This design comes from an exercise in tuning for small area and few clock cycles per item on the open sky130 flow, not from production work. The RTL was checked by simulation tests, not by an equivalence proof against the original design. Power and IR drop assume default switching activity.

==> design.v <==
`default_nettype none
package mem_pkg;
    typedef logic [127:0] mem_line_t;
    typedef logic [30:0] mem_addr_t;
    typedef logic [5:0] line_count_t;
endpackage
`default_nettype wire
`default_nettype none
package video_pkg;
    typedef logic [31:0] pixel_word_t;
    typedef logic [23:0] pixel_t;
    typedef logic [15:0] frame_count_t;
    typedef logic [3:0] reg_addr_t;
    localparam reg_addr_t REG_BASE   = 4'h0;
    localparam reg_addr_t REG_CTRL   = 4'h4;
    localparam reg_addr_t REG_STATUS = 4'h8;
    localparam reg_addr_t REG_FCOUNT = 4'hC;
endpackage
`default_nettype wire
`timescale 1ns/1ps
`default_nettype none
module feeder_regs (
    input  wire logic      cpu_clk_g,
    input  wire logic      rst,
    input  wire video_pkg::reg_addr_t awaddr,
    input  wire logic      awvalid,
    output logic           awready,
    input  wire logic [31:0] wdata,
    input  wire logic [3:0]  wstrb,
    input  wire logic      wvalid,
    output logic           wready,
    output logic [1:0]     bresp,
    output logic           bvalid,
    input  wire logic      bready,
    input  wire video_pkg::reg_addr_t araddr,
    input  wire logic      arvalid,
    output logic           arready,
    output logic [31:0]    rdata,
    output logic [1:0]     rresp,
    output logic           rvalid,
    input  wire logic      rready,
    input  wire logic      wrap_hold,
    input  wire logic      frame_wrap,
    output logic [31:0]    base_reg,
    output logic           scan_enable,
    output logic           irq
);
    logic         irq_en;
    logic         frame_done;
    video_pkg::frame_count_t frame_count;
    logic         wr_accept;
    logic         rd_accept;
    logic [1:0]   rsel;
    logic         rhit;
    assign wr_accept = awvalid & wvalid & ~bvalid;
    assign awready   = wr_accept;
    assign wready    = wr_accept;
    assign rd_accept = arvalid & ~rvalid & ~wrap_hold;
    assign arready   = rd_accept;
    assign bresp = 2'b00;
    assign rresp = 2'b00;
    assign irq = frame_done & irq_en;
    always_ff @(posedge cpu_clk_g) begin
        if (rst) begin
            base_reg    <= '0;
            scan_enable <= 1'b0;
            irq_en      <= 1'b0;
            frame_done  <= 1'b0;
            frame_count <= '0;
            bvalid      <= 1'b0;
            rvalid      <= 1'b0;
        end else begin
            if (wr_accept && awaddr == video_pkg::REG_BASE) begin
                for (int i = 0; i < 4; i++) begin
                    if (wstrb[i])
                        base_reg[8*i +: 8] <= wdata[8*i +: 8];
                end
            end
            if (wr_accept && awaddr == video_pkg::REG_CTRL && wstrb[0]) begin
                scan_enable <= wdata[0];
                irq_en      <= wdata[1];
            end
            if (frame_wrap)
                frame_done <= 1'b1;
            else if (wr_accept && awaddr == video_pkg::REG_STATUS && wstrb[0] && wdata[0])
                frame_done <= 1'b0;
            if (frame_wrap)
                frame_count <= frame_count + 1'b1;
            if (wr_accept)
                bvalid <= 1'b1;
            else if (bready)
                bvalid <= 1'b0;
            if (rd_accept)
                rvalid <= 1'b1;
            else if (rready)
                rvalid <= 1'b0;
        end
    end
    always_ff @(posedge cpu_clk_g) begin
        if (rd_accept) begin
            rsel <= araddr[3:2];
            rhit <= (araddr[1:0] == 2'b00);
        end
    end
    always_comb begin
        rdata = '0;
        if (rhit) begin
            case (rsel)
                2'd0: rdata = base_reg;
                2'd1: rdata = {30'b0, irq_en, scan_enable};
                2'd2: rdata = {31'b0, frame_done};
                default: rdata = {16'b0, frame_count};
            endcase
        end
    end
endmodule
`default_nettype wire
`timescale 1ns/1ps
`default_nettype none
module line_request_gen (
    input  wire logic        cpu_clk_g,
    input  wire logic        rst,
    input  wire logic        scan_enable,
    input  wire logic [30:0] frame_base,
    input  wire logic        req_ready,
    input  wire logic        line_pop,
    input  wire logic        rd_busy,
    output logic             req_valid,
    output logic [30:0]      req_addr,
    output logic             frame_wrap,
    output logic             wrap_hold
);
    localparam int N  = 3;
    localparam int UW = $clog2(N + 1);
    logic [4:0]  line;
    logic [30:0] active_base;
    logic [UW-1:0] used;
    logic        fire;
    logic        last;
    logic        room;
    logic        raise;
    assign fire       = req_valid & req_ready;
    assign last       = (line == 5'd31);
    assign frame_wrap = fire & last;
    assign wrap_hold  = req_valid & last;
    assign req_addr = {active_base[30:4] + 27'(line), active_base[3:0]};
    assign room  = (used != UW'(N)) | line_pop;
    logic req_pend;
    logic raise_c;
    generate
        if (1) begin : g_comb
            assign raise_c   = ~req_pend & scan_enable & room & ~(last & rd_busy);
            assign req_valid = req_pend | raise_c;
            assign raise     = raise_c;
        end else begin : g_reg
            assign raise_c   = ~req_valid & scan_enable & room & ~(last & rd_busy);
            assign req_valid = req_pend;
            assign raise     = raise_c;
        end
    endgenerate
    always_ff @(posedge cpu_clk_g) begin
        if (rst) begin
            req_pend    <= 1'b0;
            line        <= '0;
            active_base <= '0;
            used        <= '0;
        end else begin
            if (1)
                req_pend <= req_valid & ~req_ready;
            else if (raise)
                req_pend <= 1'b1;
            else if (req_ready)
                req_pend <= 1'b0;
            if (fire)
                line <= line + 1'b1;
            if (frame_wrap || (!scan_enable && !req_valid))
                active_base <= frame_base;
            if (raise && !line_pop)
                used <= used + 1'b1;
            else if (!raise && line_pop)
                used <= used - 1'b1;
        end
    end
endmodule
`default_nettype wire
`timescale 1ns/1ps
`default_nettype none
module line_unpacker (
    input  wire logic         cpu_clk_g,
    input  wire logic         rst,
    input  wire logic         rd_valid,
    input  wire logic [127:0] rd_data,
    input  wire logic         video_ready,
    output logic [23:0]       video,
    output logic              video_valid,
    output logic              line_pop
);
    localparam int N  = 3;
    localparam int PW = (N > 1) ? $clog2(N) : 1;
    localparam int FW = $clog2(N + 1);
    logic [95:0]   mem [N];
    logic [PW-1:0] wr_ptr;
    logic [PW-1:0] rd_ptr;
    logic [FW-1:0] filled;
    logic [1:0]    lane;
    logic [95:0]   head;
    logic          empty;
    logic          take;
    assign empty = (filled == '0);
    assign head  = mem[rd_ptr];
    generate
        if (1) begin : g_bypass
            assign video_valid = ~empty | rd_valid;
            assign video = empty ? rd_data[23:0] : head[24*lane +: 24];
        end else begin : g_store
            assign video_valid = ~empty;
            assign video = head[24*lane +: 24];
        end
    endgenerate
    assign take     = video_valid & video_ready;
    assign line_pop = take & (lane == 2'd3);
    always_ff @(posedge cpu_clk_g) begin
        if (rd_valid)
            mem[wr_ptr] <= {rd_data[119:96], rd_data[87:64], rd_data[55:32], rd_data[23:0]};
    end
    always_ff @(posedge cpu_clk_g) begin
        if (rst) begin
            wr_ptr <= '0;
            rd_ptr <= '0;
            filled <= '0;
            lane   <= '0;
        end else begin
            if (rd_valid)
                wr_ptr <= (wr_ptr == PW'(N - 1)) ? '0 : wr_ptr + 1'b1;
            if (line_pop)
                rd_ptr <= (rd_ptr == PW'(N - 1)) ? '0 : rd_ptr + 1'b1;
            if (take)
                lane <= lane + 1'b1;
            if (rd_valid && !line_pop)
                filled <= filled + 1'b1;
            else if (!rd_valid && line_pop)
                filled <= filled - 1'b1;
        end
    end
endmodule
`default_nettype wire
`timescale 1ns/1ps
`default_nettype none
module pixel_feeder (
    input  wire logic        cpu_clk_g,
    input  wire logic        rst,
    input  wire video_pkg::reg_addr_t   awaddr,
    input  wire logic        awvalid,
    output logic             awready,
    input  wire logic [31:0] wdata,
    input  wire logic [3:0]  wstrb,
    input  wire logic        wvalid,
    output logic             wready,
    output logic [1:0]       bresp,
    output logic             bvalid,
    input  wire logic        bready,
    input  wire video_pkg::reg_addr_t   araddr,
    input  wire logic        arvalid,
    output logic             arready,
    output logic [31:0]      rdata,
    output logic [1:0]       rresp,
    output logic             rvalid,
    input  wire logic        rready,
    output logic             req_valid,
    input  wire logic        req_ready,
    output mem_pkg::mem_addr_t        req_addr,
    input  wire logic        rd_valid,
    input  wire mem_pkg::mem_line_t   rd_data,
    output video_pkg::pixel_t           video,
    output logic             video_valid,
    input  wire logic        video_ready,
    output logic             irq
);
    logic [31:0] base_reg;
    logic        scan_enable;
    logic        frame_wrap;
    logic        wrap_hold;
    logic        line_pop;
    feeder_regs regs_i (
        .cpu_clk_g (cpu_clk_g),   .rst (rst),
        .awaddr (awaddr), .awvalid (awvalid), .awready (awready),
        .wdata (wdata), .wstrb (wstrb), .wvalid (wvalid), .wready (wready),
        .bresp (bresp), .bvalid (bvalid), .bready (bready),
        .araddr (araddr), .arvalid (arvalid), .arready (arready),
        .rdata (rdata), .rresp (rresp), .rvalid (rvalid), .rready (rready),
        .wrap_hold (wrap_hold), .frame_wrap (frame_wrap), .base_reg (base_reg),
        .scan_enable (scan_enable), .irq (irq)
    );
    line_request_gen req_gen_i (
        .cpu_clk_g (cpu_clk_g), .rst (rst),
        .scan_enable (scan_enable), .frame_base (base_reg[30:0]),
        .req_ready (req_ready), .line_pop (line_pop),
        .rd_busy (arvalid | rvalid),
        .req_valid (req_valid), .req_addr (req_addr),
        .frame_wrap (frame_wrap), .wrap_hold (wrap_hold)
    );
    line_unpacker unpacker_i (
        .cpu_clk_g (cpu_clk_g), .rst (rst),
        .rd_valid (rd_valid), .rd_data (rd_data),
        .video_ready (video_ready), .video (video),
        .video_valid (video_valid), .line_pop (line_pop)
    );
endmodule
`default_nettype wire
==> run.sh <==
#!/bin/bash
# synth_recipe.tcl (not shown) runs the flow's synth.tcl, then flattens the netlist and writes it again
# the make line also repeats each setting of config.mk as NAME=value (left out here)
make -C /OpenROAD-flow-scripts/flow DESIGN_CONFIG=/design/flow/config.mk WORK_HOME=/design/flow/orfs CLKGATE_MAP_FILE= SYNTH_SCRIPT=/design/flow/synth_recipe.tcl finish
==> config.mk <==
export PLATFORM = sky130hd
export DESIGN_NAME = pixel_feeder
export DESIGN_NICKNAME = pixel_feeder
export VERILOG_FILES = /design/flow/design.v
export SDC_FILE = /design/flow/constraint.sdc
export NUM_CORES = 4
export LEC_CHECK = 0
export CAP_MARGIN = 20
export CORE_MARGIN = 2
export CORE_UTILIZATION = 40
export SLEW_MARGIN = 20
==> constraint.sdc <==
create_clock -name core_clock -period 6.0 [get_ports {cpu_clk_g}]
set_input_delay 1.2000 -clock core_clock [delete_from_list [all_inputs] [get_ports {cpu_clk_g}]]
set_output_delay 1.2000 -clock core_clock [all_outputs]
set_load 0.01 [all_outputs]
==> run notes, run 1 <==
- Outcome: timing/DRC/antenna clean
- Die X: 206 um
- Post-Synthesis Cells: 1155
- Register area: 10800 sq um
- CTS sink count: 393
- Internal Power: 4.95 mW
- H-tree depth: 2
- Required time worst endpoint: 4.80 ns
- Final Hold Viols: 0
- Post-synth design cell area: 16300 sq um
- Setup TNS: 0 ns
- Final routed DRC violation total: 0
- Diodes inserted: 0
- Final Non-Filler Cells: 1958
- Initial DRC count: 661
- Cell Pwr Density: 304 nW/um^2
- Power Total: 6.32 mW
- CTS clk-pin slew, worst paths: 0.06 ns
- Worst slew margin: 26.8%
- Total gr overflow: 0
- Routed Antenna Nets: 0
- Core Rows: 74
- Multi-input logic area: 5200 sq um
- Clock power frac: 42.8%
- CP endpoint kind: output pin
- Share of post-route cells with drive strength above 1: 12.8%
- Worst-skew pair later-pin latency: 0.55 ns
- Peak VDD IR: 237 uV
- Leakage: 6.83 nW
- Setup repair bufs after CTS: 0
- RePlAce Congestion: 0.832
- Tot GR Track Use: 17.7%
- Die height: 206 um
- Final HPWL from detailed placement: 25000 um
- Largest register FFs: 288
- Vias in the first global route: 10100
- Worst Hold Class: reg -> reg
- Cts hold-fix bufs: 0
- Number of synthesized flops with an enable pin: 291
- Vias: 10200
- Crit Path Max Fanout: 5
- CTS buffer count: 43
- Asr flop ratio synth: 0%
- Largest net degree at the start of global routing: 98
- Initial antenna violation count: 4
- Post-CTS resize count: 0
- Ys Warns: 3
- Setup CP Type: reg -> out
- Clk Tree Root Cell: clkbuf_16
- Fill cells: 3470
- F_max: 208 MHz
- Setup violators final: 0
- Die Area: 42500 sq um
- Crit share post-route: 80.2%
- Post-synthesis sequential area ratio: 66.0%
- Layout Utilization: 51.3%
- DP Cell Count: 1878
- Synth Register Bits: 393
- WP data arrival: 3.61 ns
- Mean post-synth cell area: 14.2 sq um
- Switch Pwr: 1.38 mW
- Wire length per cell: 19.1 um
- TritonCTS clock tree: done
- Final count of pins violating max slew: 0
- Port buffer count: 244
- Boundary Pins: 281
- First-pass GRT wire length: 57600 um
- Min Hold Slack: 0.450 ns
- DRT Wirelength: 37400 um
- Tmin final: 4.81 ns
- Max cap viols: 0
- Initial Util: 40.3%
- DRT Pass-1 Iters: 5
- Ys flop type: edfxtp_1
- Sequential share of power: 48.7%
- Worst slew pin tran: 1.10 ns
- # nets final: 1585
- Placeable core area: 40600 sq um
- Area Overhead vs Synth: 27.3%
- Worst setup SP type: register
- Post-Route Skew: 0.0148 ns
- Clock Path Buffers: 3
- Synth cell types: 56
- Sw Share: 21.8%
- Unrepaired setup endpoints after global routing: no
- Vias per inst: 5.18
- Combinational share of power: 8.6%
-- path summary, 6_finish.rpt --
kind	startpoint	to	slack (ns)	cells after the start
setup reg to reg	unpacker_i.lane[0]	regs_i.frame_count[15]	3.08	7
hold / removal	regs_i.base_reg[31]	regs_i.base_reg[31]	0.45	2
setup / recovery	req_gen_i.line[0]	req_addr[28]	1.19	8
hold reg to reg	regs_i.base_reg[31]	regs_i.base_reg[31]	0.45	2
-- synth_stat cells, types with 2 or more instances --
| library cell | n | share of area (%) |
|---|---|---|
| nand3_1 | 47 | 1.4 |
| or4_1 | 3 | 0.14 |
| ha_1 | 11 | 0.84 |
| and3_1 | 24 | 0.92 |
| xnor2_1 | 21 | 1.1 |
| nor3b_1 | 4 | 0.18 |
| o211ai_1 | 4 | 0.18 |
| a21o_1 | 3 | 0.14 |
| and4_1 | 3 | 0.16 |
| a21oi_1 | 107 | 3.3 |
| o31ai_1 | 3 | 0.14 |
| xor2_1 | 22 | 1.2 |
| a211oi_1 | 8 | 0.37 |
| a22oi_1 | 14 | 0.64 |
| nand3b_1 | 2 | 0.092 |
| nor2_1 | 65 | 1.5 |
| or3_1 | 3 | 0.11 |
| buf_2 | 14 | 0.43 |
| clkbuf_1 | 42 | 0.96 |
| nor2b_1 | 15 | 0.57 |
| o21bai_1 | 2 | 0.092 |
| mux4_2 | 73 | 10 |
| a2111oi_2 | 2 | 0.18 |
| inv_1 | 11 | 0.25 |
| and2_1 | 6 | 0.23 |
| buf_4 | 11 | 0.51 |
| o21ai_0 | 31 | 0.95 |
| nand2_1 | 141 | 3.2 |
| nand4_1 | 6 | 0.23 |
| mux2i_1 | 29 | 1.8 |
| dfxtp_1 | 102 | 12 |
| edfxtp_1 | 291 | 53 |
| clkbuf_8 | 2 | 0.17 |
| buf_1 | 3 | 0.069 |
| buf_6 | 3 | 0.21 |
| nor3_1 | 7 | 0.21 |
-- layout make-up --
type                       instances  area share [%]
tap                              532            3.20
timing repair buffer             263            12.6
multi-input combinational        679            25.0
inverter                          11           0.198
sequential                       393            51.9
clock buffer                      51            5.52
clock inverter                    29            1.59
-- layout by cell type (no fill, tap or decap), types with 8 or more instances in the layout --
| cell type | synthesis | final |
|---|---|---|
| clkinv_1 | 0 | 8 |
| a211oi_1 | 8 | 8 |
| o21ai_0 | 31 | 31 |
| inv_1 | 11 | 11 |
| clkdlybuf4s50_1 | 0 | 243 |
| mux4_2 | 73 | 73 |
| xor2_1 | 22 | 22 |
| a22oi_1 | 14 | 14 |
| nand2_1 | 141 | 141 |
| clkinv_2 | 0 | 9 |
| and3_1 | 24 | 24 |
| xnor2_1 | 21 | 21 |
| dfxtp_1 | 102 | 98 |
| clkbuf_16 | 0 | 44 |
| nand3_1 | 47 | 47 |
| nor2_1 | 65 | 63 |
| ha_1 | 11 | 11 |
| edfxtp_1 | 291 | 291 |
| nor2b_1 | 15 | 15 |
| a21oi_1 | 107 | 107 |
| mux2i_1 | 29 | 29 |
| buf_4 | 11 | 16 |
-- logic make-up (layout without fill, tap and decap cells) --
kind of cell	count (synthesis)	in the layout	share of synthesized area [%]
buffers and inverters	86	354	2.59
XOR/XNOR	43	43	2.30
AND/OR/NAND/NOR	334	334	9.50
other	1	4	0.0229
AO/OA/AOI/OAI	184	184	6.83
multiplexers	102	102	11.8
flip-flops	393	393	66.0
adder cells (fa/ha/maj)	12	12	0.964
-- power by group through the flow --
stage / Sequential [mW] / Clock, mW / Combinational, mW
floorplan: 3.10 / 0 / 0.301
global placement: 3.13 / 0 / 0.547
detailed placement: 3.14 / 0 / 0.550
CTS: 3.08 / 2.77 / 0.553
global route: 3.09 / 2.88 / 0.592
finish: 3.08 / 2.70 / 0.543
-- metal layers --
metal / track usage [%] / vias up / wire length [um]
met1: 24.5 / 5000 / 16500
met2: 28.5 / 268 / 17900
li1: - / 4826 / -
met4: 4.46 / 6 / 655
met3: 3.75 / 51 / 2250
met5: 0 / - / 46
-- critical path, cell delays in order, from the launching register on --
cell and delay (ns):
dfxtp_1 0.41, ha_1 0.24, fa_1 0.26, a211oi_1 0.09, o21bai_1 0.45, nor3b_1 0.66
nand3_1 0.19, xnor2_1 0.21, clkdlybuf4s50_1 0.56
-- stage by stage --
step                      worst slack [ns]  area, sq um
after floorplan                      0.182        16400
after global placement                1.46        19300
after detailed placement              1.47        19300
after CTS                             1.11        20800
after global routing                 0.938        20800
final                                 1.19        20800
Testbench counts, summed over its fixed seeds: cycles 10,858, pixels 8,192.
==> inputs of run 2 (changes only) <==
--- a/design.v
+++ b/design.v
@@ -39,8 +39,8 @@
     output logic [1:0]     rresp,
     output logic           rvalid,
     input  wire logic      rready,
-    input  wire logic      wrap_hold,
     input  wire logic      frame_wrap,
+    output logic           wrap_block,
     output logic [31:0]    base_reg,
     output logic           scan_enable,
     output logic           irq
@@ -52,10 +52,15 @@
     logic         rd_accept;
     logic [1:0]   rsel;
     logic         rhit;
+    logic         read_open;
+    logic         done_seen;
+    logic         inc_pend;
+    assign read_open  = rd_accept | rvalid;
+    assign wrap_block = rvalid | inc_pend;
     assign wr_accept = awvalid & wvalid & ~bvalid;
     assign awready   = wr_accept;
     assign wready    = wr_accept;
-    assign rd_accept = arvalid & ~rvalid & ~wrap_hold;
+    assign rd_accept = arvalid & ~rvalid;
     assign arready   = rd_accept;
     assign bresp = 2'b00;
     assign rresp = 2'b00;
@@ -67,6 +72,7 @@
             irq_en      <= 1'b0;
             frame_done  <= 1'b0;
             frame_count <= '0;
+            inc_pend    <= 1'b0;
             bvalid      <= 1'b0;
             rvalid      <= 1'b0;
         end else begin
@@ -84,7 +90,11 @@
                 frame_done <= 1'b1;
             else if (wr_accept && awaddr == video_pkg::REG_STATUS && wstrb[0] && wdata[0])
                 frame_done <= 1'b0;
-            if (frame_wrap)
+            if (frame_wrap && read_open)
+                inc_pend <= 1'b1;
+            else if (!rvalid)
+                inc_pend <= 1'b0;
+            if ((frame_wrap && !read_open) || (inc_pend && !rvalid))
                 frame_count <= frame_count + 1'b1;
             if (wr_accept)
                 bvalid <= 1'b1;
@@ -100,6 +110,7 @@
         if (rd_accept) begin
             rsel <= araddr[3:2];
             rhit <= (araddr[1:0] == 2'b00);
+            done_seen <= frame_done;
         end
     end
     always_comb begin
@@ -108,7 +119,7 @@
             case (rsel)
                 2'd0: rdata = base_reg;
                 2'd1: rdata = {30'b0, irq_en, scan_enable};
-                2'd2: rdata = {31'b0, frame_done};
+                2'd2: rdata = {31'b0, done_seen};
                 default: rdata = {16'b0, frame_count};
             endcase
         end
@@ -124,57 +135,41 @@
     input  wire logic [30:0] frame_base,
     input  wire logic        req_ready,
     input  wire logic        line_pop,
-    input  wire logic        rd_busy,
+    input  wire logic        wrap_block,
     output logic             req_valid,
     output logic [30:0]      req_addr,
-    output logic             frame_wrap,
-    output logic             wrap_hold
+    output logic             frame_wrap
 );
     localparam int N  = 3;
     localparam int UW = $clog2(N + 1);
-    logic [4:0]  line;
-    logic [30:0] active_base;
+    logic [4:0]    line;
+    logic [30:0]   active_base;
     logic [UW-1:0] used;
-    logic        fire;
-    logic        last;
-    logic        room;
-    logic        raise;
+    logic          req_pend;
+    logic          raise;
+    logic          fire;
+    logic          last;
+    logic          room;
     assign fire       = req_valid & req_ready;
     assign last       = (line == 5'd31);
     assign frame_wrap = fire & last;
-    assign wrap_hold  = req_valid & last;
     assign req_addr = {active_base[30:4] + 27'(line), active_base[3:0]};
-    assign room  = (used != UW'(N)) | line_pop;
-    logic req_pend;
-    logic raise_c;
-    generate
-        if (1) begin : g_comb
-            assign raise_c   = ~req_pend & scan_enable & room & ~(last & rd_busy);
-            assign req_valid = req_pend | raise_c;
-            assign raise     = raise_c;
-        end else begin : g_reg
-            assign raise_c   = ~req_valid & scan_enable & room & ~(last & rd_busy);
-            assign req_valid = req_pend;
-            assign raise     = raise_c;
-        end
-    endgenerate
+    assign room = (used != UW'(N)) | line_pop;
+    assign raise     = ~req_pend & scan_enable & room & ~(last & wrap_block);
+    assign req_valid = req_pend | raise;
+    always_ff @(posedge cpu_clk_g) begin
+        if (frame_wrap || (!scan_enable && !req_valid))
+            active_base <= frame_base;
+    end
     always_ff @(posedge cpu_clk_g) begin
         if (rst) begin
-            req_pend    <= 1'b0;
-            line        <= '0;
-            active_base <= '0;
-            used        <= '0;
+            req_pend <= 1'b0;
+            line     <= '0;
+            used     <= '0;
         end else begin
-            if (1)
-                req_pend <= req_valid & ~req_ready;
-            else if (raise)
-                req_pend <= 1'b1;
-            else if (req_ready)
-                req_pend <= 1'b0;
+            req_pend <= req_valid & ~req_ready;
             if (fire)
                 line <= line + 1'b1;
-            if (frame_wrap || (!scan_enable && !req_valid))
-                active_base <= frame_base;
             if (raise && !line_pop)
                 used <= used + 1'b1;
             else if (!raise && line_pop)
@@ -203,22 +198,24 @@
     logic [PW-1:0] rd_ptr;
     logic [FW-1:0] filled;
     logic [1:0]    lane;
-    logic [95:0]   head;
     logic          empty;
     logic          take;
+    logic [N-1:0]  slot_sel;
+    logic [3:0]    lane_sel;
     assign empty = (filled == '0);
-    assign head  = mem[rd_ptr];
-    generate
-        if (1) begin : g_bypass
-            assign video_valid = ~empty | rd_valid;
-            assign video = empty ? rd_data[23:0] : head[24*lane +: 24];
-        end else begin : g_store
-            assign video_valid = ~empty;
-            assign video = head[24*lane +: 24];
-        end
-    endgenerate
-    assign take     = video_valid & video_ready;
-    assign line_pop = take & (lane == 2'd3);
+    always_comb begin
+        for (int i = 0; i < N; i++)
+            slot_sel[i] = ~empty & (rd_ptr == PW'(i));
+        for (int j = 0; j < 4; j++)
+            lane_sel[j] = (lane == 2'(j));
+        video = {24{empty}} & rd_data[23:0];
+        for (int i = 0; i < N; i++)
+            for (int j = 0; j < 4; j++)
+                video = video | ({24{slot_sel[i] & lane_sel[j]}} & mem[i][24*j +: 24]);
+    end
+    assign video_valid = ~empty | rd_valid;
+    assign take        = video_valid & video_ready;
+    assign line_pop    = take & (lane == 2'd3);
     always_ff @(posedge cpu_clk_g) begin
         if (rd_valid)
             mem[wr_ptr] <= {rd_data[119:96], rd_data[87:64], rd_data[55:32], rd_data[23:0]};
@@ -279,7 +276,7 @@
     logic [31:0] base_reg;
     logic        scan_enable;
     logic        frame_wrap;
-    logic        wrap_hold;
+    logic        wrap_block;
     logic        line_pop;
     feeder_regs regs_i (
         .cpu_clk_g (cpu_clk_g),   .rst (rst),
@@ -288,16 +285,16 @@
         .bresp (bresp), .bvalid (bvalid), .bready (bready),
         .araddr (araddr), .arvalid (arvalid), .arready (arready),
         .rdata (rdata), .rresp (rresp), .rvalid (rvalid), .rready (rready),
-        .wrap_hold (wrap_hold), .frame_wrap (frame_wrap), .base_reg (base_reg),
+        .frame_wrap (frame_wrap), .wrap_block (wrap_block), .base_reg (base_reg),
         .scan_enable (scan_enable), .irq (irq)
     );
     line_request_gen req_gen_i (
         .cpu_clk_g (cpu_clk_g), .rst (rst),
         .scan_enable (scan_enable), .frame_base (base_reg[30:0]),
         .req_ready (req_ready), .line_pop (line_pop),
-        .rd_busy (arvalid | rvalid),
+        .wrap_block (wrap_block),
         .req_valid (req_valid), .req_addr (req_addr),
-        .frame_wrap (frame_wrap), .wrap_hold (wrap_hold)
+        .frame_wrap (frame_wrap)
     );
     line_unpacker unpacker_i (
         .cpu_clk_g (cpu_clk_g), .rst (rst),
==> flow/run.sh (new file) <==
#!/bin/bash
# Standard ORFS layout (the standard.sh, standard synthesis) with two changes:
#  - port buffers use the smallest buffer cell (buf_1) instead of the default pick
#  - clock tree: clkbuf_8 only, sink clusters of at most 16 within 100 um,
#    no dummy loads
# make's full output goes to flow_make.log; each ORFS step logs under orfs/logs/.
set -euo pipefail
CTS="-sink_clustering_enable -repair_clock_nets -dont_use_dummy_load"
CTS="$CTS -buf_list {sky130_fd_sc_hd__clkbuf_8} -sink_clustering_size 16 -sink_clustering_max_diameter 100"
bash standard.sh \
  "BUFFER_PORTS_ARGS=-buffer_cell sky130_fd_sc_hd__buf_1" \
  "CTS_ARGS=$CTS" \
  finish > flow_make.log 2>&1
==> standard.sh (new file) <==
#!/bin/bash
# synth_recipe.tcl (not shown) runs the flow's synth.tcl, then flattens the netlist and writes it again
# the make line also repeats each setting of config.mk as NAME=value (left out here)
make -C /OpenROAD-flow-scripts/flow DESIGN_CONFIG=/design/flow/config.mk WORK_HOME=/design/flow/orfs CLKGATE_MAP_FILE= SYNTH_SCRIPT=/design/flow/synth_recipe.tcl "${@:-finish}"
removed: run.sh
==> run 2 against run 1 <==
Against the previous run:
- synthesized area shrank 3.7%
- die area fell by 3.6%
- sequential power about the same
- cell count is 5.2% lower
- global-route usage increased by 1.4 points
- final area is 16% lower
- via count up 0.64%
- highest routed layer is now met4
- critical path type unchanged
- flip-flop and latch count unchanged
- clock-buffer cell count is 23 lower
==> run notes, run 2 <==
- Initial DRC count: 914 (+38%)
- Most frequent cell after synthesis: edfxtp_1
- Xor-xnor portion of the synthesized cell area: 1.89% (-0.41 points)
- Die height: 202 um (-1.8%)
- Vias: 10200 (+0.64%)
- Outcome: timing/DRC/antenna clean
- Worst setup SP type: register
- Routed Antenna Nets: 0 (unchanged)
- Mux contribution to synthesized area: 0.604% (-11 points)
- Power Total: 4.71 mW (-26%)
- # nets final: 1532 (-3.3%)
- Vias per inst: 5.50 (+6.2%)
- Clk Tree Root Cell: clkbuf_8
- Die Area: 40900 sq um (-3.6%)
- Mean post-synth cell area: 14.1 sq um (-0.71%)
- Placeable core area: 38700 sq um (-4.5%)
- Layout Utilization: 45.0% (-6.3 points)
- Largest family of logic cells by synthesized area: compound AO/OA/AOI/OAI gates
- Max cap viols: 0 (unchanged)
- Setup repair bufs after CTS: 0 (unchanged)
- Post-synthesis sequential area ratio: 70.5% (+4.6 points)
- Wire length per cell: 21.6 um (+13%)
- Setup CP Type: reg -> out
- Tot GR Track Use: 19.1% (+1.4 points)
- CTS sink count: 393 (unchanged)
- Required time worst endpoint: 4.80 ns (about the same)
- RePlAce Congestion: 0.852 (+2.4%)
- Final count of pins violating max slew: 0 (unchanged)
- Post-synth top area cell: edfxtp_1
- Initial antenna violation count: 5 (+1)
- Final Hold Viols: 0 (unchanged)
- Post-Synth Simple-Gate Area: 9.72% (+0.22 points)
- Unrepaired setup endpoints after global routing: no
- Area fraction of the dominant cell type after synthesis: 61.6% (+8.2 points)
- Ys flop type: edfxtp_1
- Asr flop ratio synth: 0% (unchanged)
- Core Rows: 72 (-2.7%)
- Port buffer count: 244 (unchanged)
- Worst-skew pair later-pin latency: 0.63 ns (+0.08 ns)
- Number of synthesized flops with an enable pin: 323 (+11%)
- Final HPWL from detailed placement: 24800 um (-0.73%)
- Synth Register Bits: 393 (unchanged)
- Final routed DRC violation total: 0 (unchanged)
- Die X: 202 um (-1.8%)
- Crit share post-route: 82.7% (+2.5 points)
- Leading cell type in the layout, fill and taps excluded: edfxtp_1
- Worst slew pin tran: 1.05 ns (-0.0485 ns)
- Initial Util: 40.6% (+0.32 points)
- Vias in the first global route: 10100 (+0.48%)
- Largest net degree at the start of global routing: 89 (-9.2%)
- Worst Hold Class: reg -> reg
- Commonest non-fill, non-tap cells in the layout: edfxtp_1 (323), buf_1 (243), a21oi_1 (84)
- Synth cell types: 66 (+18%)
- CP endpoint kind: output pin
- Largest register FFs: 288 (unchanged)
- Setup TNS: 0 ns (unchanged)
- Top post-synthesis cells by area: edfxtp_1 (62%), dfxtp_1 (8.9%), a22oi_1 (3.5%), a21oi_1 (2.7%), nand3_1 (2.1%)
- Share of post-route cells with drive strength above 1: 5.48% (-7.3 points)
- DRT Pass-1 Iters: 5 (unchanged)
- WP data arrival: 3.76 ns (+0.15 ns)
- Ys Warns: 3 (unchanged)
- Cell Pwr Density: 270 nW/um^2 (-11%)
- Setup violators final: 0 (unchanged)
- Clock Path Buffers: 3 (unchanged)
- CTS clk-pin slew, worst paths: 0.11 ns (+0.05 ns)
- TritonCTS clock tree: done
- Boundary Pins: 281 (unchanged)
- Cts hold-fix bufs: 0 (unchanged)
- Area Overhead vs Synth: 10.8%
- Post-Route Skew: 0.0403 ns (+0.0255 ns)
- H-tree depth: 1 (-1)
- Leakage: 5.56 nW (-19%)
- First-pass GRT wire length: 60100 um (+4.3%)
- Total gr overflow: 0 (unchanged)
- F_max: 202 MHz (-3.0%)
- Compound-Gate Fraction of Synth Area: 12.6% (+5.8 points)
- Tmin final: 4.96 ns (+0.147 ns)
- Post-CTS resize count: 0 (unchanged)
- DRT Wirelength: 40000 um (+7.0%)
- Post-Synthesis Cells: 1120 (-3.0%)
- CTS buffer count: 28 (-35%)
- Post-Synth Adder-Cell Area: 1.24% (+0.28 points)
- Peak VDD IR: 189 uV (-20%)
- Crit Path Max Fanout: 17 (+12)
- Worst slew margin: 30.0% (+3.2 points)
- Post-synth design cell area: 15700 sq um (-3.7%)
- Synth cell count leaders: edfxtp_1 (323), a21oi_1 (85), a22oi_1 (73)
[run 2: cell types whose count changed in the layout (fill, tap and decap cells not counted), sizes merged, moves of 32 or more]
cell / previous run / this run
clkdlybuf4s50: 243 / 0
nand2: 141 / 67
buf: 20 / 259
edfxtp: 291 / 323
mux4: 73 / 1
dfxtp: 102 / 70
a22oi: 14 / 73
[run 2: area by class of cell]
class / count / area, sq um
Multi-Input combinational cell: 635 / 4170
Antenna cell: 5 / 12.5
Sequential cell: 393 / 11100
Clock buffer: 28 / 385
Fill cell: 3525 / 21300
Inverter: 17 / 63.8
Tap cell: 518 / 648
Timing Repair Buffer: 260 / 1050
[run 2: cell families (layout without fill, tap and decap cells)]
logic type      after synthesis  after routing
fa+ha+maj                    15             15
other cells                   1              9
simple gates                298            298
xor+xnor                     34             34
mux                           8              8
compound gates              276            276
buf+inv                      95            305
flops                       393            393
[run 2: stage by stage]
step / hold slack [ns] / worst slack [ns] / cells / cell area [sq um]
6_report: 0.431 / 1.04 / 1856 / 17400
5_1_grt: 0.474 / 0.875 / 1852 / 17400
4_1_cts: 0.450 / 0.983 / 1851 / 17400
3_5_place_dp: 0.436 / 1.68 / 1823 / 17000
3_3_place_gp: 0.432 / 1.75 / 1823 / 17000
2_1_floorplan: 0.422 / 0.182 / 1123 / 15800
[run 2: per-layer routing]
metal | track usage [%] | vias to the layer above | share of wire, %
met2 | 31.9 | 423 | 47
li1 | - | 4760 | -
met5 | 0 | - | 0
met4 | 5.01 | 0 | 2.4
met3 | 4.19 | 62 | 8.5
met1 | 25.2 | 4971 | 42
[run 2: worst max-delay path, stage by stage, from the launching register on]
cell     delay [ns]
dfxtp_1        0.36
inv_1          0.09
ha_1           0.78
and3_1         0.99
buf_4          0.32
a22oi_1        0.10
and3_1         0.20
nand3_1        0.09
buf_1          0.18
[run 2: final timing paths]
check	slack, ns	depth (start not counted)	to	start
setup / recovery	1.04	8	video[12]	unpacker_i.lane[1]
hold / removal	0.43	0	req_gen_i.active_base[0]	regs_i.base_reg[0]
setup reg to reg	2.57	8	req_gen_i.active_base[25]	unpacker_i.lane[1]
hold reg to reg	0.43	0	req_gen_i.active_base[0]	regs_i.base_reg[0]
[run 2: report_power, final]
| group | switching, mW | internal (mW) |
|---|---|---|
| Sequential | 0.0353 | 3.05 |
| Combinational | 0.280 | 0.127 |
| Clock | 0.800 | 0.417 |
| Total | 1.12 | 3.59 |
Testbench counts of run 2, summed over its fixed seeds: cycles 10,858, pixels 8,192.
==> inputs of run 3 (changes only) <==
==> flow/run.sh (replaced) <==
#!/bin/bash
# The standard layout (standard.sh), with three changes:
#  1. after the standard synthesis, the combinational cells are mapped again
#     by ABC with an area-oriented script (flow/area.abc); every register
#     keeps its cell, instance name and connections
#  2. port buffers use the smallest buffer cell (buf_1) instead of the default
#  3. clock tree: clkbuf_8 only, sink clusters of at most 16 within 100 um,
#     no dummy loads
# Each tool's output goes to a log here: flow_synth.log, flow_reabc.log,
# flow_make.log; each ORFS step also logs under orfs/logs/.
set -euo pipefail
WORK=$(pwd)
R=$WORK/orfs/results/$FLOW_PLATFORM/pixel_feeder/base
LIB=$FLOW_HOME/platforms/$FLOW_PLATFORM/lib/sky130_fd_sc_hd__tt_025C_1v80.lib

bash standard.sh synth > flow_synth.log 2>&1

# 1. remap the combinational logic; sequential cells and tie cells stay as blackboxes
cp "$R/1_2_yosys.v" "$R/1_2_yosys_std.v"
DONT_USE=$(sed -n '/^export DONT_USE_CELLS/,/^$/p' "$FLOW_HOME/platforms/$FLOW_PLATFORM/config.mk" \
  | tr -d '\\' | tr -s ' \n' '\n' | grep '^sky130_fd_sc_hd__' || true)
DU_ARGS=""
for c in $DONT_USE; do DU_ARGS="$DU_ARGS -dont_use $c"; done
cat > "$WORK/reabc.ys" <<EOS
read_liberty -ignore_miss_func $LIB
blackbox sky130_fd_sc_hd__*df* sky130_fd_sc_hd__*dl* sky130_fd_sc_hd__conb_*
read_verilog $R/1_2_yosys_std.v
hierarchy -check -top $FLOW_TOP
flatten
opt_clean -purge
abc -liberty $LIB $DU_ARGS -script $WORK/flow/area.abc
opt_clean -purge
setundef -zero
splitnets
opt_clean -purge
hilomap -singleton -hicell sky130_fd_sc_hd__conb_1 HI -locell sky130_fd_sc_hd__conb_1 LO
insbuf -buf sky130_fd_sc_hd__buf_4 A X
rename -hide w:_*.*
opt_clean -purge
stat -liberty $LIB
write_verilog -noattr -nohex -nodec $R/1_2_yosys.v
EOS
yosys -s "$WORK/reabc.ys" > flow_reabc.log 2>&1
diff <(grep -oE '^ *sky130_fd_sc_hd__[a-z]*df[a-z]*_[0-9]+ +[^ ]+' "$R/1_2_yosys_std.v" | sort) \
     <(grep -oE '^ *sky130_fd_sc_hd__[a-z]*df[a-z]*_[0-9]+ +[^ ]+' "$R/1_2_yosys.v" | sort) >> flow_reabc.log
rm -f "$R/1_synth.odb" "$R/1_synth.sdc"

# 2. and 3.
CTS="-sink_clustering_enable -repair_clock_nets -dont_use_dummy_load"
CTS="$CTS -buf_list {sky130_fd_sc_hd__clkbuf_8} -sink_clustering_size 16 -sink_clustering_max_diameter 100"
bash standard.sh \
  "BUFFER_PORTS_ARGS=-buffer_cell sky130_fd_sc_hd__buf_1" \
  "CTS_ARGS=$CTS" \
  finish > flow_make.log 2>&1
==> flow/area.abc (new file) <==
&get -n
&st
&syn4
&dch -f
&nf -a -R 1000
&put
topo
==> run 3 against run 2 <==
Against the previous run:
- still clean
- critical path depth is 3 higher
- fmax increased by 3.0%
- via count shrank 9.7%
- highest routed layer is now met5
==> run notes, run 3 <==
- Post-CTS resize count: 0 (unchanged)
- Max cap viols: 0 (unchanged)
- Peak VDD IR: 189 uV (+0.11%)
- Worst slew margin: 34.9% (+4.9 points)
- Port buffer count: 244 (unchanged)
- TritonCTS clock tree: done
- Cell Pwr Density: 282 nW/um^2 (+4.6%)
- Clk Tree Root Cell: clkbuf_8
- Largest net degree at the start of global routing: 53 (-40%)
- Setup CP Type: reg -> out
- # nets final: 1366 (-11%)
- Final count of pins violating max slew: 0 (unchanged)
- Commonest non-fill, non-tap cells in the layout: edfxtp_1 (323), buf_1 (243), a222oi_1 (78)
- Die X: 195 um (-3.8%)
- Vias in the first global route: 9138 (-9.6%)
- First-pass GRT wire length: 54900 um (-8.6%)
- Leading cell type in the layout, fill and taps excluded: edfxtp_1
- CTS clk-pin slew, worst paths: 0.10 ns (about the same)
- CTS buffer count: 28 (unchanged)
- Share of post-route cells with drive strength above 1: 5.75% (+0.28 points)
- Unrepaired setup endpoints after global routing: no
- Die height: 195 um (-3.8%)
- Boundary Pins: 281 (unchanged)
- WP data arrival: 3.61 ns (-0.15 ns)
- Wire length per cell: 22.2 um (+3.1%)
- Vias per inst: 5.61 (+2.0%)
- F_max: 208 MHz (+3.0%)
- Core Rows: 69 (-4.2%)
- Crit Path Max Fanout: 8 (-9)
- Tot GR Track Use: 18.8% (-0.27 points)
- Post-synth design cell area: 14500 sq um (-7.7%)
- Initial Util: 40.8% (+0.13 points)
- Worst-skew pair later-pin latency: 0.63 ns (about the same)
- Worst Hold Class: reg -> reg
- Clock Path Buffers: 3 (unchanged)
- DRT Wirelength: 36500 um (-8.7%)
- Layout Utilization: 46.6% (+1.6 points)
- Tmin final: 4.81 ns (-0.147 ns)
- Vias: 9222 (-9.7%)
- Worst slew pin tran: 0.974 ns (-0.0758 ns)
- Total gr overflow: 0 (unchanged)
- Leakage: 5.34 nW (-3.9%)
- Required time worst endpoint: 4.80 ns (about the same)
- Setup TNS: 0 ns (unchanged)
- Setup violators final: 0 (unchanged)
- Cts hold-fix bufs: 0 (unchanged)
- Setup repair bufs after CTS: 0 (unchanged)
- Worst setup SP type: register
- Largest register FFs: 288 (unchanged)
- Area Overhead vs Synth: 14.3%
- CTS sink count: 393 (unchanged)
- Post-Synthesis Cells: 895 (-20%)
- DRT Pass-1 Iters: 6 (+1)
- RePlAce Congestion: 0.784 (-8.0%)
- Initial antenna violation count: 1 (-4)
- Crit share post-route: 80.2% (-2.4 points)
- CP endpoint kind: output pin
- Final routed DRC violation total: 0 (unchanged)
- Outcome: timing/DRC/antenna clean
- Final HPWL from detailed placement: 23200 um (-6.6%)
- Final Hold Viols: 0 (unchanged)
- Diodes inserted: 0 (-5)
- Post-Route Skew: 0.0561 ns (+0.0158 ns)
- Placeable core area: 35700 sq um (-8.0%)
- Ys Warns: 3 (unchanged)
- Placed cell areas: 16200 sq um (-4.8%)
- Mean post-synth cell area: 16.2 sq um (+16%)
- Routed Antenna Nets: 0 (unchanged)
- Die Area: 37900 sq um (-7.5%)
- H-tree depth: 1 (unchanged)
- Initial DRC count: 918 (+0.44%)
- Fin area: 16600 sq um (-4.8%)
[run 3: final cells by class]
type                    instances  area [sq um]
repair buffers                265          1070
clock buffers                  28           385
well taps                     461           577
fillers                      3176         19100
flip-flops and latches        393         11100
multi-input cells             486          3430
inverters                      10          37.5
[run 3: power by group]
group          total [mW]  internal [mW]  switching (mW)  leakage, nW
registers            3.08           3.05          0.0340         3.65
clock network        1.20          0.416           0.788        0.201
logic               0.401          0.131           0.269         1.49
total                4.69           3.60            1.09         5.34
[run 3: path summary, 6_finish.rpt]
path	from	end	slack, ns	cells after the start
min	regs_i.base_reg[24]	req_gen_i.active_base[24]	0.46	0
min reg2reg	regs_i.base_reg[24]	req_gen_i.active_base[24]	0.46	0
max reg2reg	unpacker_i.filled[0]	regs_i.frame_count[15]	2.39	14
max	req_gen_i.active_base[5]	req_addr[15]	1.19	11
[run 3: through the flow]
stage / power, mW / worst slack (ns) / cells / hold WS (ns)
6_report: 4.69 / 1.19 / 1643 / 0.462
5_1_grt: 4.87 / 1.01 / 1643 / 0.470
4_1_cts: 4.75 / 1.14 / 1643 / 0.459
3_5_place_dp: 3.55 / 1.44 / 1615 / 0.436
3_3_place_gp: 3.55 / 1.52 / 1615 / 0.432
2_1_floorplan: 3.35 / 0.188 / 898 / 0.424
[run 3: layer usage]
metal | up-vias | GRT usage (%) | wire length (um)
li1 | 4254 | - | -
met1 | 4546 | 24.4 | 15400
met2 | 371 | 32.4 | 17500
met3 | 49 | 4.04 | 2870
met4 | 2 | 4.27 | 828
met5 | - | 0 | 11
[run 3: worst max-delay path: stages (launching register included)]
cell and delay (ns):
edfxtp_1 0.40, nor2_1 0.13, o21ai_0 0.16, maj3_1 0.42, maj3_1 0.40, maj3_1 0.51, and4_1 0.29, nand2_1 0.11
clkinv_1 0.10, and3_1 0.22, xor2_1 0.13, buf_1 0.16
==> inputs of run 4 (changes only) <==
--- a/flow/run.sh
+++ b/flow/run.sh
@@ -1,7 +1,7 @@
 #!/bin/bash
 # The standard layout (standard.sh), with three changes:
 #  1. after the standard synthesis, the combinational cells are mapped again
-#     by ABC with an area-oriented script (flow/area.abc); every register
+#     by ABC with an area-oriented script (flow/area.abc, two passes); every register
 #     keeps its cell, instance name and connections
 #  2. port buffers use the smallest buffer cell (buf_1) instead of the default
 #  3. clock tree: clkbuf_8 only, sink clusters of at most 16 within 100 um,
==> flow/area.abc (replaced) <==
&get -n
&st
&syn4
&dch -f
&nf -a -R 1000
&st
&syn4
&dch -f
&nf -a -R 1000
&put
topo
==> run 4 against run 3 <==
Against the previous run:
- combinational power fell by 6.7%
- die area fell by 0.53%
- largest power group unchanged
- highest routed layer unchanged
- register-to-register slack improved by 0.05 ns
==> run notes, run 4 <==
- Final count of pins violating max slew: 0 (unchanged)
- Total gr overflow: 0 (unchanged)
- WP data arrival: 4.57 ns (+0.96 ns)
- Post-Synthesis Cells: 884 (-1.2%)
- Fill cells: 3163 (-0.41%)
- CTS clk-pin slew, worst paths: 0.11 ns (about the same)
- CTS sink count: 393 (unchanged)
- Initial antenna violation count: 5 (+4)
- Worst slew pin tran: 0.925 ns (-0.0490 ns)
- Worst Hold Class: reg -> reg
- Worst-skew pair later-pin latency: 0.65 ns (+0.02 ns)
- Share of post-route cells with drive strength above 1: 7.16% (+1.4 points)
- Layout Utilization: 46.7% (+0.12 points)
- Post-Route Skew: 0.0700 ns (+0.0139 ns)
- Die Area: 37700 sq um (-0.53%)
- Vias per inst: 5.64 (+0.49%)
- Initial Util: 40.6% (-0.12 points)
- CTS buffer count: 28 (unchanged)
- Port buffer count: 244 (unchanged)
- Worst hold stages: 0 (unchanged)
- Core Rows: 69 (unchanged)
- Die height: 194 um (-0.26%)
- Vias in the first global route: 9266 (+1.4%)
- Max cap viols: 0 (unchanged)
- Final Hold Viols: 0 (unchanged)
- Placeable core area: 35600 sq um (-0.24%)
- Die X: 194 um (-0.26%)
- Routed Antenna Nets: 0 (unchanged)
- Min Hold Slack: 0.461 ns (-0.00110 ns)
- Worst slew margin: 38.2% (+3.4 points)
- Placed cell areas: 16200 sq um (-0.25%)
- DRT Wirelength: 37100 um (+1.5%)
- Leading cell type in the layout, fill and taps excluded: edfxtp_1
- Cts hold-fix bufs: 0 (unchanged)
- F_max: 173 MHz (-17%)
- RePlAce Congestion: 0.787 (+0.45%)
- Clock Path Buffers: 3 (unchanged)
- TritonCTS clock tree: done
- Reg2reg setup slack: 2.44 ns (+0.05 ns)
- Wire length per cell: 22.7 um (+1.9%)
- Outcome: timing/DRC/antenna clean
- Area Overhead vs Synth: 14.9%
- Cell Pwr Density: 281 nW/um^2 (-0.62%)
- Initial DRC count: 848 (-7.6%)
- Worst setup SP type: register
- Post-synth design cell area: 14500 sq um (-0.54%)
- # nets final: 1358 (-0.59%)
- Required time worst endpoint: 4.80 ns (about the same)
- Fin area: 16600 sq um (about the same)
- Setup violators final: 0 (unchanged)
- First-pass GRT wire length: 55900 um (+1.8%)
- End point of the worst hold path: req_gen_i.active_base[28]
- DRT Pass-1 Iters: 6 (unchanged)
- Boundary Pins: 281 (unchanged)
- Mean post-synth cell area: 16.3 sq um (+0.70%)
- Crit share post-route: 96.1% (+16 points)
- CP endpoint kind: output pin
- R2R depth: 14 (unchanged)
- Worst r2r src: unpacker_i.filled[0]
- Final HPWL from detailed placement: 22800 um (-1.4%)
- Tot GR Track Use: 19.2% (+0.39 points)
- Setup CP Type: reg -> out
- Clk Tree Root Cell: clkbuf_8
- Leakage: 5.37 nW (+0.51%)
- Largest register FFs: 288 (unchanged)
- Ys Warns: 3 (unchanged)
- Reg2reg end: req_gen_i.active_base[20]
- H-tree depth: 1 (unchanged)
- Place WS: 0.381 ns (-1.06 ns)
- Commonest non-fill, non-tap cells in the layout: edfxtp_1 (323), buf_1 (242), a222oi_1 (84)
- Peak VDD IR: 209 uV (+11%)
- Final routed DRC violation total: 0 (unchanged)
- Vias: 9228 (+0.065%)
- Hold_sp: regs_i.base_reg[28]
- Largest net degree at the start of global routing: 98 (+85%)
- Tmin final: 5.77 ns (+0.954 ns)
- Crit Path Max Fanout: 5 (-3)
- Final worst slack: 0.233 ns (-0.954 ns)
==> run 4: worst max-delay path: stages, from the launching register on <==
cell and delay (ns):
edfxtp_1 0.45, nor2_2 0.14, a21oi_2 0.06, maj3_1 0.39, maj3_1 0.40, a21o_1 0.17, o21ai_0 0.13, nor2_1 0.12
nand3_2 0.12, nor2_4 0.05, and4_2 0.26, and4_2 0.29, and4_2 0.29, and4_2 0.28, and3_1 0.21, and2_2 0.24
nand3_1 0.11, xnor2_1 0.12, clkbuf_2 0.15
==> run 4: per-layer routing <==
| layer | global-route usage, % | part of all wire [%] | wire, um | vias up |
|---|---|---|---|---|
| li1 | - | - | - | 4223 |
| met3 | 4.64 | 8.3 | 3090 | 76 |
| met1 | 26.0 | 42 | 15600 | 4520 |
| met4 | 4.99 | 2.3 | 867 | 8 |
| met2 | 31.2 | 47 | 17400 | 401 |
| met5 | 0 | 0.16 | 61 | - |
==> run 4: worst max-delay path by stage <==
stage                                  start              endpoint  slack (ns)
finish              req_gen_i.active_base[5]          req_addr[30]        0.23
global route        req_gen_i.active_base[5]          req_addr[30]       -0.02
CTS                        req_gen_i.line[0]          req_addr[30]       0.007
detailed placement         req_gen_i.line[0]          req_addr[30]        0.38
global placement           req_gen_i.line[0]          req_addr[30]        0.49
floorplan                           rd_valid  unpacker_i.mem[2][0]        0.19
==> run 4: layout make-up <==
class,count,area [sq um],area share (%)
Multi-Input combinational cell,479,3390,20.4
Antenna cell,1,2.50,0.0151
Tap cell,461,577,3.47
Inverter,6,22.5,0.136
Clock buffer,28,385,2.32
Timing Repair Buffer,268,1130,6.79
Sequential cell,393,11100,66.9
==> run 4: per-stage QoR <==
stage | instances | power (mW) | setup TNS, ns
after floorplan | 887 | 3.32 | 0
after global placement | 1605 | 3.51 | 0
after detailed placement | 1606 | 3.52 | 0
after CTS | 1635 | 4.72 | 0
after global routing | 1635 | 4.84 | -0.0333
final | 1636 | 4.66 | 0
==> run 4: repair_timing <==
item                                    in CTS  in global routing
gates resized for setup                      4                 12
pin swaps                                    1                  1
endpoints found under the setup margin       4                  4
buffers inserted                             1                  0
==> run 4: report_power, final <==
group / leakage, nW / internal (mW) / switching (mW) / total, mW
logic: 1.52 / 0.120 / 0.253 / 0.374
registers: 3.65 / 3.05 / 0.0321 / 3.08
clock network: 0.201 / 0.417 / 0.791 / 1.21
total: 5.37 / 3.58 / 1.08 / 4.66

## afterwards: timing with drivers on the ports
The flow's constraints put no driver on any port. The routed layouts listed below were extracted and timed again, unchanged, in two steps.
Step 1: set_driving_cell puts a clkbuf_16 on cpu_clk_g and a buf_2 on each other input, an assumption about the parent block.
Step 2 adds t to the input delays and takes it off the output delays; t is the mean of the earliest and latest rising clock arrival at the registers after step 1. Input paths then give back, and output paths get back, about the clock's delay inside the block.
Slacks: no drivers / after step 1 / after step 2; pairs: no drivers / after step 1.
run	shift t [ns]	slack for setup (ns)	worst register clock-pin slew, ns	worst data-port slew with drivers (ns)
run 1	0.601	1.187 / 1.131 / 1.420	0.06 / 0.06	0.08
run 2	0.661	1.040 / 0.991 / 1.652	0.11 / 0.11	0.11
run 3	0.641	1.186 / 1.140 / 1.405	0.11 / 0.11	0.10
run 4	0.655	0.233 / 0.189 / 0.844	0.11 / 0.11	0.12
After both steps every run listed still meets setup and hold.
